Source: an optimization exercise on an open RTL-to-GDS flow (aim: small area). Production flows keep margins and buffers that such runs may drop. Function was checked by simulation only, so behaviour that the tests miss may differ from the original. Power is estimated from default activity; no workload was simulated.

**config.mk**
```make
export PLATFORM = sky130hd
export DESIGN_NAME = matrix_sram_loader
export DESIGN_NICKNAME = matrix_sram_loader
export VERILOG_FILES = /design/flow/design.v
export SDC_FILE = /design/flow/constraint.sdc
export NUM_CORES = 4
export LEC_CHECK = 0
export CAP_MARGIN = 20
export CORE_MARGIN = 2
export CORE_UTILIZATION = 40
export SLEW_MARGIN = 20
```
**constraint.sdc**
```tcl
create_clock -name core_clock -period 11.0 [get_ports {clk}]
set_input_delay 2.2000 -clock core_clock [delete_from_list [all_inputs] [get_ports {clk}]]
set_output_delay 2.2000 -clock core_clock [all_outputs]
set_load 0.01 [all_outputs]
```
**design.v**
```verilog
package matrix_accel_pkg;
  localparam int unsigned WORD_W     = 32;
  localparam int unsigned SIZE_W     = 16;
  localparam int unsigned DEF_ADDR_W = 14;
  localparam int unsigned SA_W = 10;
  localparam int unsigned SB_W = 10;
  localparam int unsigned SC_W = 12;
  localparam logic [11:0] B_BASE_W = 12'd1024;
endpackage
module mul_lo
#(
  parameter int unsigned NX  = 10,
  parameter int unsigned NY  = 10,
  parameter int unsigned K   = 10,
  parameter bit          CIN = 1'b0
) (
  input  logic [NX-1:0] x,
  input  logic [NY-1:0] y,
  output logic [K-1:0]  p,
  output logic          ovf
);
  logic [K-1:0]  acc [NX];
  logic [K:0]    cy  [NX];
  logic [NX-1:0] hi;     
  logic [NX-1:0] co;     
  for (genvar j = 0; j < K; j++) begin : g_row0
    if (j == 0 && CIN) begin : g_c
      assign acc[0][j] = ~(x[0] & y[0]);
    end else if (j < NY) begin : g_p
      assign acc[0][j] = x[0] & y[j];
    end else begin : g_z
      assign acc[0][j] = 1'b0;
    end
  end
  assign hi[0] = (NY > K) ? (x[0] & (|(y >> K))) : 1'b0;
  assign co[0] = 1'b0;
  for (genvar i = 1; i < NX; i++) begin : g_rows
    assign cy[i][i] = (i == 1 && CIN) ? (x[0] & y[0]) : 1'b0;
    for (genvar j = 0; j < K; j++) begin : g_col
      if (j < i) begin : g_keep
        assign acc[i][j] = acc[i-1][j];
      end else begin : g_add
        logic pp;
        assign pp = (j - i < NY) ? (x[i] & y[j-i]) : 1'b0;
        assign acc[i][j]  = acc[i-1][j] ^ pp ^ cy[i][j];
        assign cy[i][j+1] = (acc[i-1][j] & pp) | (acc[i-1][j] & cy[i][j]) | (pp & cy[i][j]);
      end
    end
    assign co[i] = (i < K) ? cy[i][K] : 1'b0;
    assign hi[i] = (NY + i > K) ? (x[i] & (|(y >> (K - i)))) : 1'b0;
  end
  assign p   = acc[NX-1];
  assign ovf = |{hi, co};
endmodule
module matrix_sram_loader
(
  input  logic              clk,
  input  logic              rst,
  input  logic              cfg_valid,
  output logic              cfg_ready,
  input  logic [15:0]       cfg_size_a,
  input  logic [15:0]       cfg_size_b,
  input  logic [15:0]       cfg_size_c,
  input  logic [31:0]       s_data,
  input  logic              s_valid,
  output logic              s_ready,
  output logic [13:0]       avm_address,
  output logic              avm_chipselect,
  output logic              avm_write,
  output logic [31:0]       avm_writedata,
  output logic [3:0]        avm_byteenable,
  input  logic              avm_waitrequest,
  output logic              mult_start,
  input  logic              mult_valid,
  output logic              busy,
  output logic              error
);
  localparam int unsigned SA_W = matrix_accel_pkg::SA_W;
  localparam int unsigned SB_W = matrix_accel_pkg::SB_W;
  localparam int unsigned SC_W = matrix_accel_pkg::SC_W;
  localparam logic [2:0] ST_IDLE0 = 3'b000;
  localparam logic [2:0] ST_IDLE  = 3'b001;
  localparam logic [2:0] ST_HDR   = 3'b010;
  localparam logic [2:0] ST_LOADA = 3'b110;
  localparam logic [2:0] ST_LOADB = 3'b111;
  localparam logic [2:0] ST_START = 3'b100;
  localparam logic [2:0] ST_WAIT  = 3'b101;
  logic [2:0]      st_q, st_d;
  logic [SA_W-1:0] sa_q;
  logic [SB_W-1:0] sb_q;
  logic [SC_W-1:0] sc_q;
  logic            error_q;
  logic            wr_q, wr_d;
  logic [11:0]     wa_q, wa_d;    
  logic [31:0]     wd_q, wd_d;
  logic            st_idle, st_busy, st_load, st_loadb;
  logic            wr_done, wr_req, reject, last;
  logic [SA_W-1:0] ma;
  logic [SB_W-1:0] mb;
  logic [SC_W-1:0] mc;
  logic [9:0]      pa;
  logic [11:0]     pb;
  logic            ovf_a, ovf_b;
  logic [12:0]     wa_inc;
  assign st_idle  = (st_q == ST_IDLE);
  assign st_busy  = st_q[2] | st_q[1];
  assign st_load  = st_q[2] & st_q[1];
  assign st_loadb = (st_q == ST_LOADB);
  assign wr_done  = wr_q & ~avm_waitrequest;
  assign wa_inc   = 13'(wa_q) + 13'd1;
  assign ma = st_busy ? sa_q : cfg_size_a[SA_W-1:0];
  assign mb = st_busy ? sb_q : cfg_size_b[SB_W-1:0];
  assign mc = st_busy ? sc_q : cfg_size_c[SC_W-1:0];
  mul_lo #(.NX(SB_W), .NY(SA_W), .K(10), .CIN(1'b1)) u_mul_a (
    .x(mb), .y(ma), .p(pa), .ovf(ovf_a)
  );
  mul_lo #(.NX(SB_W), .NY(SC_W), .K(12), .CIN(1'b0)) u_mul_b (
    .x(mb), .y(mc), .p(pb), .ovf(ovf_b)
  );
  assign reject = (cfg_size_a[SA_W-1:0] == '0) | (cfg_size_b[SB_W-1:0] == '0) |
                  (cfg_size_c[SC_W-1:0] == '0) |
                  (|cfg_size_a[15:SA_W]) | (|cfg_size_b[15:SB_W]) | (|cfg_size_c[15:SC_W]) |
                  ovf_a | ovf_b | (pb[11] & pb[10] & (|pb[9:0]));
  assign last = st_loadb ? ({wa_inc[12:10] - 3'd1, wa_inc[9:0]} == {1'b0, pb})
                         : (wa_q[9:0] == pa);
  always_comb begin
    st_d   = st_q;
    wr_req = 1'b0;
    wa_d   = wa_inc[11:0];
    wd_d   = s_data;
    case (st_q)
      ST_IDLE0: st_d = ST_IDLE;
      ST_IDLE:  if (cfg_valid && !reject) st_d = ST_HDR;
      ST_HDR: begin
        if (!wr_q) begin
          wr_req = 1'b1;
          wa_d   = '0;
          wd_d   = {{(16-SB_W){1'b0}}, sb_q, {(16-SA_W){1'b0}}, sa_q};
        end else if (wr_done) begin
          if (!wa_q[0]) begin
            wr_req = 1'b1;
            wd_d   = {{(32-SC_W){1'b0}}, sc_q};
          end else begin
            st_d = ST_LOADA;
          end
        end
      end
      ST_LOADA, ST_LOADB: begin
        wr_req = s_valid & ~wr_q;
        if (st_loadb && (wa_q[11:10] == 2'b00)) wa_d = matrix_accel_pkg::B_BASE_W;
        if (wr_done && last) st_d = st_loadb ? ST_START : ST_LOADB;
      end
      ST_START: st_d = ST_WAIT;
      ST_WAIT:  if (mult_valid) st_d = ST_IDLE;
      default:  st_d = ST_IDLE;
    endcase
    wr_d = wr_req | (wr_q & avm_waitrequest);
  end
  always_ff @(posedge clk or posedge rst) begin
    if (rst) begin
      st_q    <= ST_IDLE0;
      error_q <= 1'b0;
      wr_q    <= 1'b0;
      wa_q    <= '0;
      wd_q    <= '0;
    end else begin
      st_q    <= st_d;
      error_q <= st_idle & cfg_valid & reject;
      wr_q    <= wr_d;
      if (wr_req) begin
        wa_q <= wa_d;
        wd_q <= wd_d;
      end
    end
  end
  always_ff @(posedge clk) begin
    sa_q <= ma;
    sb_q <= mb;
    sc_q <= mc;
  end
  assign cfg_ready      = st_idle;
  assign busy           = st_busy;
  assign mult_start     = (st_q == ST_START);
  assign s_ready        = st_load & ~wr_q;
  assign error          = error_q;
  assign avm_address    = {wa_q, 2'b00};
  assign avm_write      = wr_q;
  assign avm_chipselect = wr_q;
  assign avm_writedata  = wd_q;
  assign avm_byteenable = {4{wr_q}};
endmodule
```
**run.sh**
```bash
#!/bin/bash
# synth_recipe.tcl (not shown) runs the flow's synth.tcl, then flattens the netlist and writes it again
# the make line also repeats each setting of config.mk as NAME=value (left out here)
make -C /OpenROAD-flow-scripts/flow DESIGN_CONFIG=/design/flow/config.mk WORK_HOME=/design/flow/orfs CLKGATE_MAP_FILE= SYNTH_SCRIPT=/design/flow/synth_recipe.tcl finish
```
==> results.txt <==
[cells in the mapped netlist (all sizes together), types with 4 or more instances]
library cell  number  share of area, %
a21oi             24               1.6
and2              15               1.3
and3               5              0.42
buf               21               1.9
clkbuf            25               1.3
dfrtp             49                16
dfxtp             32               8.6
fa                91                24
ha                19               3.2
inv               80               4.0
mux2               4              0.65
mux2i             32               5.1
nand2            144               7.2
nand2b             6              0.50
nand3             14              0.94
nand4              8              0.67
nor2             102               5.3
nor2b              4              0.33
nor3               8              0.54
nor4              17               1.7
nor4b              4              0.47
o211ai             4              0.40
o21ai             55               3.7
o221ai             8              0.94
o22ai             13               1.1
o31ai              4              0.40
xnor2              8              0.94
xor2              11               1.3
[logic make-up after synthesis]
kind of cell,count (synthesis),synth area share [%]
flops,81,25.0
fa+ha+maj,110,27.6
buf+inv,127,7.25
mux,36,5.71
simple gates,340,20.8
xor+xnor,19,2.23
compound gates,134,11.4
other cells,1,0.0502
[sequential cells by signal (all words and copies together), names as in the netlist]
register,count
wd_q,32
sc_q,12
wa_q,12
sa_q,10
sb_q,10
st_q,3
error_q,1
wr_q,1
[stage by stage]
step / setup slack [ns] / cells / power [mW] / hold slack (ns)
floorplan: -0.625 / 849 / 0.626 / 0.427
global placement: -1.78 / 1223 / 0.824 / 0.444
detailed placement: -1.84 / 1223 / 0.830 / 0.455
CTS: -1.01 / 1243 / 1.14 / 0.463
global route: -1.21 / 1243 / 1.20 / 0.486
finish: -0.808 / 1243 / 1.13 / 0.464
[final timing paths]
path	startpoint	to	depth (start not counted)
worst min register to register	sb_q[4]$_DFF_P_	wd_q[20]$_DFFE_PP0P_	2
worst min-delay path	sb_q[4]$_DFF_P_	wd_q[20]$_DFFE_PP0P_	2
worst max register to register	st_q[2]$_DFFE_PP0P_	st_q[0]$_DFFE_PP0P_	32
min in group asynchronous	rst	wa_q[2]$_DFFE_PP0P_	2
worst max-delay path	cfg_size_b[1]	st_q[0]$_DFFE_PP0P_	33
max in group asynchronous	rst	st_q[2]$_DFFE_PP0P_	2
[layer usage]
layer | vias up | global-route usage (%)
met5 | - | 0
met4 | 0 | 7.26
met3 | 43 | 4.48
met2 | 246 | 40.4
met1 | 3260 | 34.0
li1 | 3135 | -
[cell type report]
class / count / area [um2]
fillers: 1728 / 8270
multi-input cells: 641 / 5320
flip-flops and latches: 81 / 1870
repair buffers: 195 / 1810
inverters: 81 / 310
well taps: 229 / 287
clock buffers: 9 / 225
clock inverters: 7 / 60.1
[critical path, delay by kind of cell]
kind	cells	cell delay, ns
and+or+nand+nor	9	1.86
AOI/OAI and AO/OA	1	0.23
adders and majority gates	19	7.49
buffers and inverters	4	0.22
[repair_timing]
action	in CTS	in global routing
pin swaps	62	26
gates cloned	0	0
setup endpoints to repair	3	3
buffers inserted	4	0
resized for setup	35	12
[power by group through the flow]
stage	Sequential [mW]	Clock [mW]	Combinational [mW]
floorplan	0.392	0	0.234
global placement	0.399	0	0.425
detailed placement	0.400	0	0.431
CTS	0.394	0.298	0.443
global route	0.402	0.312	0.483
finish	0.395	0.292	0.439
==> results.txt <==
outcome finished with violations; Failed Checks setup timing; sw frac 36.0%; final core utilization 54.4%; drt initial violations 450; Synth Instances 848; VDD IR max 0.0769 mV; Synth Warn # 7; sequential share of power 35.0%; crit end category flip-flop; WL met1 10.6 mm; H-tree depth 3; Sink Count 81; post-route ant nets 0; Slew Limit Fails 0; register area share after synthesis 25.0%; row cnt 49; detailed placement HPWL 19.9 mm; Post-Syn Area 7470 um2; Via density 5.38; top-level port count 143; P_int 0.721 mW; initial antenna violation count 0; Final #Nets 1205; WP data required 11.20 ns; commonest cells after routing, fill and taps aside nand2_1 (144), clkdlybuf4s50_1 (134), nor2_1 (99); # DRC 0; pwr/cell area 114 nW/um2; TritonCTS Buffers 9; Max clock buf depth 2; DIE WIDTH 141 um; CP Launch Type input port; commonest register cell after synthesis dfrtp_1; reg-to-reg setup timing slack 0.35 ns; Worst Path Max Fanout 3; min-delay worst type reg -> reg; register bit total from synthesis 81; Remaining Overflow, GRT 0; Post-synth EDFFs 0; Async SR Flop Fraction 60.5%; first-pass iteration count of the detailed router 6; layout cell share with drive strength beyond 1 18.7%; I/O Buffers 140; syn avg cell area 8.81 um2; Worst slew margin 25.8%; fin crit share 107%; Clk pwr share 26.0%; MaxCap Viol Count 0; Combinational Power Share 39.0%; clock root buffer clkbuf_16; most frequent CP cell fa_2; Worst Skew 0.00806 ns; Worst-Margin Slew 1.11 ns; CP peak stage delay 0.60 ns; wirelength, routed 24.0 mm; full die area 19800 um2; die height 141 um; Hold Buf Count CTS 0; Worst-path clk slew 0.07 ns; gpl congestion 1.03; wire length on met2 11.3 mm; WL/cell 19.3 um; unique cell type count in the Yosys netlist 65; CTS tree done; synth-to-layout area growth 32.2%; fmax 84.7 MHz; leak pwr 4.11 nW; GRT Total Usage 24.8%; largest net degree at the start of global routing 50; commonest non-fill, non-tap cell in the layout nand2_1; initial cell density of the core 41.2%; min cycle time layout 11.81 ns; Fin. Hold Viols 0; setup TNS -2.21 ns; final setup fails 3; Final Cell Area 9880 um2; number of global-route vias before repair 6691; RSZ-0062 raised after global routing yes; DR vias 6684; met3 wire len 1.47 mm; top layer in use met4; P_sw 0.406 mW; Worst-Skew Late Latency 0.35 ns; crit path DAT 12.00 ns; worst setup margin -0.808 ns; CP Class in -> reg; slowest CP cell fa_2; CORE AREA 18100 um2; Diodes inserted 0; first-pass GRT wire length 37.7 mm; placed inst area 9460 um2

## port drivers added, routing unchanged
No port has a modelled driver above. Below, the same layout with a new extraction and two added sets of constraints. Step 1, drivers: a clkbuf_16 drives clk and a buf_2 each remaining input, both assumed. Step 2 times the ports against the registers' clock, not the clock port: input delays grow and output delays shrink by t, the midpoint of the rising clock arrivals with the driver on. Slacks: no drivers / after step 1 / after step 2; pairs: no drivers / after step 1.
t, ns: 0.386
setup WS [ns]: -0.808 / -0.814 / -1.199
slew at the worst register clock pin (ns): 0.07 / 0.07
worst data-port slew with drivers (ns): 0.05
The setup slack of this run moves by -0.006 ns with the drivers and by -0.391 ns with both steps.
